This design comes from an exercise in tuning for small area on the open sky130 flow, not from production work.
In this exercise RTL edits were held to simulation tests only and were not proved equivalent to the original.
Power is estimated from default activity; no workload was simulated.

==> run X <==
// pacman_core
module pacman_core (
	input logic CLOCK_50,
	input logic rst_n,
	input logic [7:0] scan_code,
	input logic code_valid,
	input logic make_break,
	input logic start,
	input logic step_tick,
	input logic [9:0] pix_x,
	input logic [8:0] pix_y,
	output logic [7:0] r,
	output logic [7:0] g,
	output logic [7:0] b,
	output logic [COL_W-1:0] pac_x,
	output logic [ROW_W-1:0] pac_y,
	output logic [15:0] pill_count,
	output logic busy,
	output logic move_done,
	output logic move_blocked
);
==> flow/config.mk <==
export PLATFORM = sky130hd
export DESIGN_NAME = pacman_core
export DESIGN_NICKNAME = pacman_core
export VERILOG_FILES = /design/flow/design.v
export SDC_FILE = /design/flow/constraint.sdc
export NUM_CORES = 4
export LEC_CHECK = 0
export CAP_MARGIN = 30
export CELL_PAD_IN_SITES_DETAIL_PLACEMENT = 0
export CELL_PAD_IN_SITES_GLOBAL_PLACEMENT = 1
export CORE_MARGIN = 2
export CORE_UTILIZATION = 40
export PLACE_DENSITY = 0.7
export SLEW_MARGIN = 30
export SYNTH_HIERARCHICAL = 1
export SYNTH_MEMORY_MAX_BITS = 8192
export SYNTH_MINIMUM_KEEP_SIZE = 0
==> flow/constraint.sdc <==
create_clock -name core_clock -period 10.0 [get_ports {CLOCK_50}]
set_input_delay 2.0000 -clock core_clock [delete_from_list [all_inputs] [get_ports {CLOCK_50}]]
set_output_delay 2.0000 -clock core_clock [all_outputs]
set_load 0.01 [all_outputs]
standard.sh (not shown) runs the stock make flow with config.mk's settings and CLKGATE_MAP_FILE= SYNTH_SCRIPT=/design/flow/synth_recipe.tcl, a recipe that flattens the netlist after the stock synthesis.
==> flow/flow/run.sh <==
#!/bin/bash
# Own layout flow: the standard synthesis, then every cell set to its
# smallest drive before floorplanning (the resizer sizes up what timing or
# slew needs), small port buffers and a clock tree of fewer, larger
# clusters without dummy loads.
set -euo pipefail
W=$(pwd)
R=$W/orfs/results/$FLOW_PLATFORM/pacman_core/base
export CTS_ARGS="${CTS_ARGS_OVERRIDE:--sink_clustering_enable -repair_clock_nets -dont_use_dummy_load -buf_list sky130_fd_sc_hd__clkbuf_16 -sink_clustering_size 25 -sink_clustering_max_diameter 90}"
export BUFFER_PORTS_ARGS="-buffer_cell sky130_fd_sc_hd__buf_1"

bash standard.sh synth > "$W/synth.log" 2>&1
RESULTS=$R openroad -no_init -exit flow/shrink.tcl > "$W/shrink.log" 2>&1
bash standard.sh > "$W/layout.log" 2>&1
==> flow/flow/shrink.tcl <==
# Swap every standard cell of the synthesised netlist to the smallest-area
# drive strength of the same function.
read_db $::env(RESULTS)/1_synth.odb
set db [ord::get_db]
set block [ord::get_db_block]
set area {}
set by_base {}
foreach lib [$db getLibs] {
  foreach m [$lib getMasters] {
    set n [$m getName]
    if {[string match "*lpflow*" $n] || [string match "*probe*" $n]} { continue }
    if {[regexp {^(sky130_fd_sc_hd__[a-z0-9]+)_([0-9]+)$} $n -> base drive]} {
      dict lappend by_base $base $m
    }
  }
}
set swapped 0
set before 0.0
set after 0.0
foreach inst [$block getInsts] {
  set m [$inst getMaster]
  set n [$m getName]
  set a [expr {[$m getWidth] * [$m getHeight]}]
  set before [expr {$before + $a}]
  if {[regexp {^(sky130_fd_sc_hd__[a-z0-9]+)_([0-9]+)$} $n -> base drive] && [dict exists $by_base $base]} {
    set best $m
    set best_a $a
    foreach c [dict get $by_base $base] {
      set ca [expr {[$c getWidth] * [$c getHeight]}]
      # on equal area keep the stronger cell
      if {$ca < $best_a || ($ca == $best_a && [$c getName] ne [$best getName] && \
          [regexp {_([0-9]+)$} [$c getName] -> cd] && [regexp {_([0-9]+)$} [$best getName] -> bd] && $cd > $bd && $cd <= $drive)} {
        set best $c
        set best_a $ca
      }
    }
    if {$best ne $m} {
      if {[$inst swapMaster $best]} { incr swapped }
    }
  }
  set after [expr {$after + [[$inst getMaster] getWidth] * [[$inst getMaster] getHeight]}]
}
set dbu [$block getDbUnitsPerMicron]
puts "shrink: swapped $swapped cells, area [expr {$before / $dbu / $dbu}] -> [expr {$after / $dbu / $dbu}] um2"
write_db $::env(RESULTS)/1_synth.odb
==> inputs of run P, as changes to run X <==
--- a/flow/design.v
+++ b/flow/design.v
@@ -141,37 +141,40 @@
 	assign pl_y = restart ? tgt_y : pac_y;
 	assign init_cnt = row_cnt;
 	assign clr_wr = (state == ST_WR_CLEAR);
 	assign put_wr = (state == ST_FINISH);
 	assign pill_count = {5'd0, pills};
 	always_ff @(posedge CLOCK_50 or negedge rst_n) begin
 		if (!rst_n) begin
 			state <= ST_IDLE;
+			row_cnt <= '0;
 			pac_x <= START_X;
 			pac_y <= START_Y;
 			pills <= '0;
 			move_done <= 1'b0;
 			move_blocked <= 1'b0;
 		end else begin
 			move_done <= 1'b0;
 			move_blocked <= 1'b0;
 			if (start) begin
 				state <= ST_INIT;
+				row_cnt <= '0;
 				pills <= '0;
 				pac_x <= START_X;
 				pac_y <= START_Y;
 			end else begin
 				case (state)
 					ST_IDLE: begin
 						if (move_req) begin
 							state <= ST_CHECK;
 						end
 					end
 					ST_INIT: begin
+						row_cnt <= row_cnt + 1'b1;
 						if (row_cnt == ROW_W'(MAP_ROWS - 1)) begin
 							state <= ST_INIT_END;
 						end
 					end
 					ST_INIT_END: state <= ST_IDLE;
 					ST_CHECK: begin
 						if (tgt_wall) begin
 							move_done <= 1'b1;
@@ -197,32 +200,25 @@
 						state <= ST_IDLE;
 					end
 					default: state <= ST_IDLE;
 				endcase
 			end
 		end
 	end
 	always_ff @(posedge CLOCK_50) begin
-		if (start) begin
-			row_cnt <= '0;
-		end else if (state == ST_INIT) begin
-			row_cnt <= row_cnt + 1'b1;
-		end
-	end
-	always_ff @(posedge CLOCK_50) begin
 		if (start && !restart) begin
 			tgt_x <= pac_x;
 			tgt_y <= pac_y;
 		end else if (move_req) begin
 			tgt_x <= nxt_x;
 			tgt_y <= nxt_y;
 		end
 		if (state == ST_CHECK) begin
-			got_pill <= tgt_pill && !(tgt_x == START_X && tgt_y == START_Y);
+			got_pill <= tgt_pill;
 		end
 	end
 endmodule
 `default_nettype wire
 `default_nettype none
 import pacman_pkg::*;
 module map_ram (
 	input logic CLOCK_50,
@@ -237,41 +233,41 @@
 	input logic [COL_W-1:0] rd_x,
 	input logic [ROW_W-1:0] rd_y,
 	output logic pill_a,
 	output logic pac_a,
 	output logic pill_b
 );
 	logic [MAP_ROWS-1:0][MAP_COLS-1:0] eaten;
 	logic [MAP_ROWS-1:0] keep_r;
-	logic [MAP_ROWS-1:0] rs_b;
+	logic [MAP_ROWS-1:0] put_r;
 	logic [MAP_COLS-1:0] put_c;
 	logic pl_vis;
 	logic st_vis;
 	always_comb begin
 		for (int r = 0; r < MAP_ROWS; r++) begin
 			keep_r[r] = !(init_wr && (init_cnt == ROW_W'(r + 1)));
-			rs_b[r] = (wr_y == ROW_W'(r));
+			put_r[r] = put_wr && (wr_y == ROW_W'(r));
 		end
 		for (int c = 0; c < MAP_COLS; c++) begin
-			put_c[c] = put_wr && (wr_x == COL_W'(c));
+			put_c[c] = (wr_x == COL_W'(c));
 		end
 	end
 	for (genvar r = 0; r < MAP_ROWS; r++) begin : g_row
 		for (genvar c = 0; c < MAP_COLS; c++) begin : g_col
 			localparam bit NONE = (r == 0) || (r == MAP_ROWS - 1) || (c == 0) || (c == MAP_COLS - 1) ||
 				((c == WALL_COL) && (r >= WALL_ROW_LO) && (r <= WALL_ROW_HI)) ||
 				((c == int'(START_X)) && (r == int'(START_Y)));
 			if (NONE) begin : g_none
 				assign eaten[r][c] = 1'b1;
 			end else begin : g_bit
 				eaten_bit u_bit (
 					.CLOCK_50(CLOCK_50),
 					.keep(keep_r[r]),
-					.put_r(rs_b[r]),
+					.put_r(put_r[r]),
 					.put_c(put_c[c]),
 					.eaten(eaten[r][c])
 				);
 			end
 		end
 	end
 	always_ff @(posedge CLOCK_50) begin
 		if (put_wr) begin
@@ -284,23 +280,25 @@
 				pl_vis <= 1'b0;
 			end
 			if (init_cnt == START_Y + 1'b1) begin
 				st_vis <= 1'b1;
 			end
 		end
 	end
 	logic [MAP_ROWS-1:0] rs_a_n;
+	logic [MAP_ROWS-1:0] rs_b_n;
 	logic [MAP_COLS-1:0] cs_a;
 	logic [MAP_COLS-1:0] cs_b;
 	logic [MAP_COLS-1:0] col_a;
 	logic [MAP_COLS-1:0] col_b;
 	always_comb begin
 		for (int r = 0; r < MAP_ROWS; r++) begin
 			rs_a_n[r] = (rd_y != ROW_W'(r));
+			rs_b_n[r] = (wr_y != ROW_W'(r));
 		end
 		for (int c = 0; c < MAP_COLS; c++) begin
 			cs_a[c] = (rd_x == COL_W'(c));
 			cs_b[c] = (wr_x == COL_W'(c));
 		end
 	end
 	for (genvar c = 0; c < MAP_COLS; c++) begin : g_rd
 		if (c == 0 || c == MAP_COLS - 1) begin : g_none
@@ -313,42 +311,42 @@
 			end
 			if (c == WALL_COL) begin : g_wall
 				localparam int N = (WALL_ROW_LO - 1) + (MAP_ROWS - 2 - WALL_ROW_HI);
 				pill_pick #(.N(N)) rd_a (
 					.eaten({e[MAP_ROWS-3:WALL_ROW_HI], e[WALL_ROW_LO-2:0]}),
 					.sel_n({rs_a_n[MAP_ROWS-2:WALL_ROW_HI+1], rs_a_n[WALL_ROW_LO-1:1]}),
 					.pill(col_a[c])
 				);
-				free_pick #(.N(N)) rd_b (
+				pill_pick #(.N(N)) rd_b (
 					.eaten({e[MAP_ROWS-3:WALL_ROW_HI], e[WALL_ROW_LO-2:0]}),
-					.sel({rs_b[MAP_ROWS-2:WALL_ROW_HI+1], rs_b[WALL_ROW_LO-1:1]}),
+					.sel_n({rs_b_n[MAP_ROWS-2:WALL_ROW_HI+1], rs_b_n[WALL_ROW_LO-1:1]}),
 					.pill(col_b[c])
 				);
 			end else if (c == int'(START_X)) begin : g_start
 				localparam int SY = int'(START_Y);
 				pill_pick #(.N(MAP_ROWS - 3)) rd_a (
 					.eaten({e[MAP_ROWS-3:SY], e[SY-2:0]}),
 					.sel_n({rs_a_n[MAP_ROWS-2:SY+1], rs_a_n[SY-1:1]}),
 					.pill(col_a[c])
 				);
-				free_pick #(.N(MAP_ROWS - 3)) rd_b (
+				pill_pick #(.N(MAP_ROWS - 3)) rd_b (
 					.eaten({e[MAP_ROWS-3:SY], e[SY-2:0]}),
-					.sel({rs_b[MAP_ROWS-2:SY+1], rs_b[SY-1:1]}),
+					.sel_n({rs_b_n[MAP_ROWS-2:SY+1], rs_b_n[SY-1:1]}),
 					.pill(col_b[c])
 				);
 			end else begin : g_open
 				pill_pick #(.N(MAP_ROWS - 2)) rd_a (
 					.eaten(e),
 					.sel_n(rs_a_n[MAP_ROWS-2:1]),
 					.pill(col_a[c])
 				);
-				free_pick #(.N(MAP_ROWS - 2)) rd_b (
+				pill_pick #(.N(MAP_ROWS - 2)) rd_b (
 					.eaten(e),
-					.sel(rs_b[MAP_ROWS-2:1]),
+					.sel_n(rs_b_n[MAP_ROWS-2:1]),
 					.pill(col_b[c])
 				);
 			end
 		end
 	end
 	sel_or #(.N(MAP_COLS - 2)) pick_a (
 		.d(col_a[MAP_COLS-2:1]),
 		.s(cs_a[MAP_COLS-2:1]),
@@ -368,45 +366,16 @@
 	input logic put_r,
 	input logic put_c,
 	output logic eaten
 );
 	always_ff @(posedge CLOCK_50) begin
 		eaten <= (eaten & keep) | (put_r & put_c);
 	end
 endmodule
-module free_pick #(
-	parameter int N = 2
-) (
-	input logic [N-1:0] eaten,
-	input logic [N-1:0] sel,
-	output logic pill
-);
-	localparam int G3 = N / 3;
-	localparam int R = N % 3;
-	localparam int G = G3 + ((R != 0) ? 1 : 0);
-	logic [G-1:0] g;
-	for (genvar i = 0; i < G3; i++) begin : g_grp
-		sel3_n grp (
-			.d(eaten[3*i +: 3]),
-			.s(sel[3*i +: 3]),
-			.y_n(g[i])
-		);
-	end
-	if (R == 2) begin : g_rest2
-		sel2_n grp (
-			.d(eaten[N-1 -: 2]),
-			.s(sel[N-1 -: 2]),
-			.y_n(g[G-1])
-		);
-	end else if (R == 1) begin : g_rest1
-		assign g[G-1] = ~(eaten[N-1] & sel[N-1]);
-	end
-	assign pill = &g;
-endmodule
 module pill_pick #(
 	parameter int N = 2
 ) (
 	input logic [N-1:0] eaten,
 	input logic [N-1:0] sel_n,
 	output logic pill
 );
 	localparam int G = (N + 1) / 2;
==> flow/flow/run.sh (replaced) <==
#!/bin/bash
# Own layout flow: the standard synthesis, then every cell set to its
# smallest drive before floorplanning (the resizer sizes up what timing or
# slew needs), small port buffers and a clock tree of fewer, larger
# clusters without dummy loads.
set -euo pipefail
W=$(pwd)
R=$W/orfs/results/$FLOW_PLATFORM/pacman_core/base
export CTS_ARGS="${CTS_ARGS_OVERRIDE:--sink_clustering_enable -repair_clock_nets -dont_use_dummy_load -buf_list sky130_fd_sc_hd__clkbuf_16 -sink_clustering_size 20 -sink_clustering_max_diameter 80}"
export BUFFER_PORTS_ARGS="-buffer_cell sky130_fd_sc_hd__buf_1"

bash standard.sh synth > "$W/synth.log" 2>&1
RESULTS=$R openroad -no_init -exit flow/shrink.tcl > "$W/shrink.log" 2>&1
bash standard.sh > "$W/layout.log" 2>&1
==> flow/config.mk (replaced) <==
export PLATFORM = sky130hd
export DESIGN_NAME = pacman_core
export DESIGN_NICKNAME = pacman_core
export VERILOG_FILES = /design/flow/design.v
export SDC_FILE = /design/flow/constraint.sdc
export NUM_CORES = 4
export LEC_CHECK = 0
export CAP_MARGIN = 20
export CELL_PAD_IN_SITES_DETAIL_PLACEMENT = 1
export CELL_PAD_IN_SITES_GLOBAL_PLACEMENT = 2
export CORE_MARGIN = 2
export CORE_UTILIZATION = 40
export SLEW_MARGIN = 20
export SYNTH_HIERARCHICAL = 1
export SYNTH_MEMORY_MAX_BITS = 8192
export SYNTH_MINIMUM_KEEP_SIZE = 0
==> summary of the runs <==
In run X the clock power is lower than in run P, by 13%. In sequential power, run X and run P hardly differ. Critical path depth is the same in run X and run P. In run P the routed wire length is larger than in run X, by about 7%. Utilization: run X is lower than run P (0.58 points). Of run P and run X, run P has the higher clock skew (gap 0.015 ns). Synthesized cell count: run X is smaller than run P (about 5.4%).
==> figures <==
	run P	run X
Result of the run	no timing/DRC/antenna violations	no timing/DRC/antenna violations
Critical-path maximum fanout	21	14
Cell Int Power	0.00602 W	0.00559 W
Via count of the first global-routing pass	43800	41300
1st-iter DRT viols	5222	8178
Max Clock Skew	0.0691 ns	0.0539 ns
Data arrival time of the critical path	7.77 ns	7.61 ns
Effective utilization at floorplan	40.4%	40.3%
Multi-input logic area	22200 um^2	22000 um^2
Cell count after synthesis	4262	4033
H-tree depth	3	2
Met1 Resource Use GR	54.5%	49.4%
Pre-CTS setup slack	2.55 ns	2.73 ns
Share of cell area taken by multi-input logic gates	44.5%	44.7%
Largest net degree at the start of global routing	40	77

-- separate check: timing with driven ports --
In the flow no input, the clock included, has a driving cell. The finished layouts below were timed again as built, in two steps. Step 1: set_driving_cell puts a clkbuf_16 on CLOCK_50 and a buf_2 on each other input, an assumption about the parent block. Step 2 also shifts input and output timing later by t, the mid clock arrival at the registers, as if the neighbouring blocks saw the same clock. Three values: ideal ports, drivers, drivers and shift; two values: the first two.
| run | t, ns | setup WS [ns] | worst hold slack (ns) | worst data-port slew with drivers (ns) | cell pins on the clock port's net |
|---|---|---|---|---|---|
| run X | 0.756 | 2.974 / 3.022 / 2.265 | 0.335 / 0.335 / 0.335 | 0.06 | 1 |
| run P | 0.746 | 2.758 / 2.799 / 2.053 | 0.334 / 0.334 / 0.334 | 0.05 | 1 |
After both steps every run listed still meets setup and hold. For run X, which loses most, drivers alone change the setup slack by +0.048 ns; drivers and shift together by -0.709 ns.
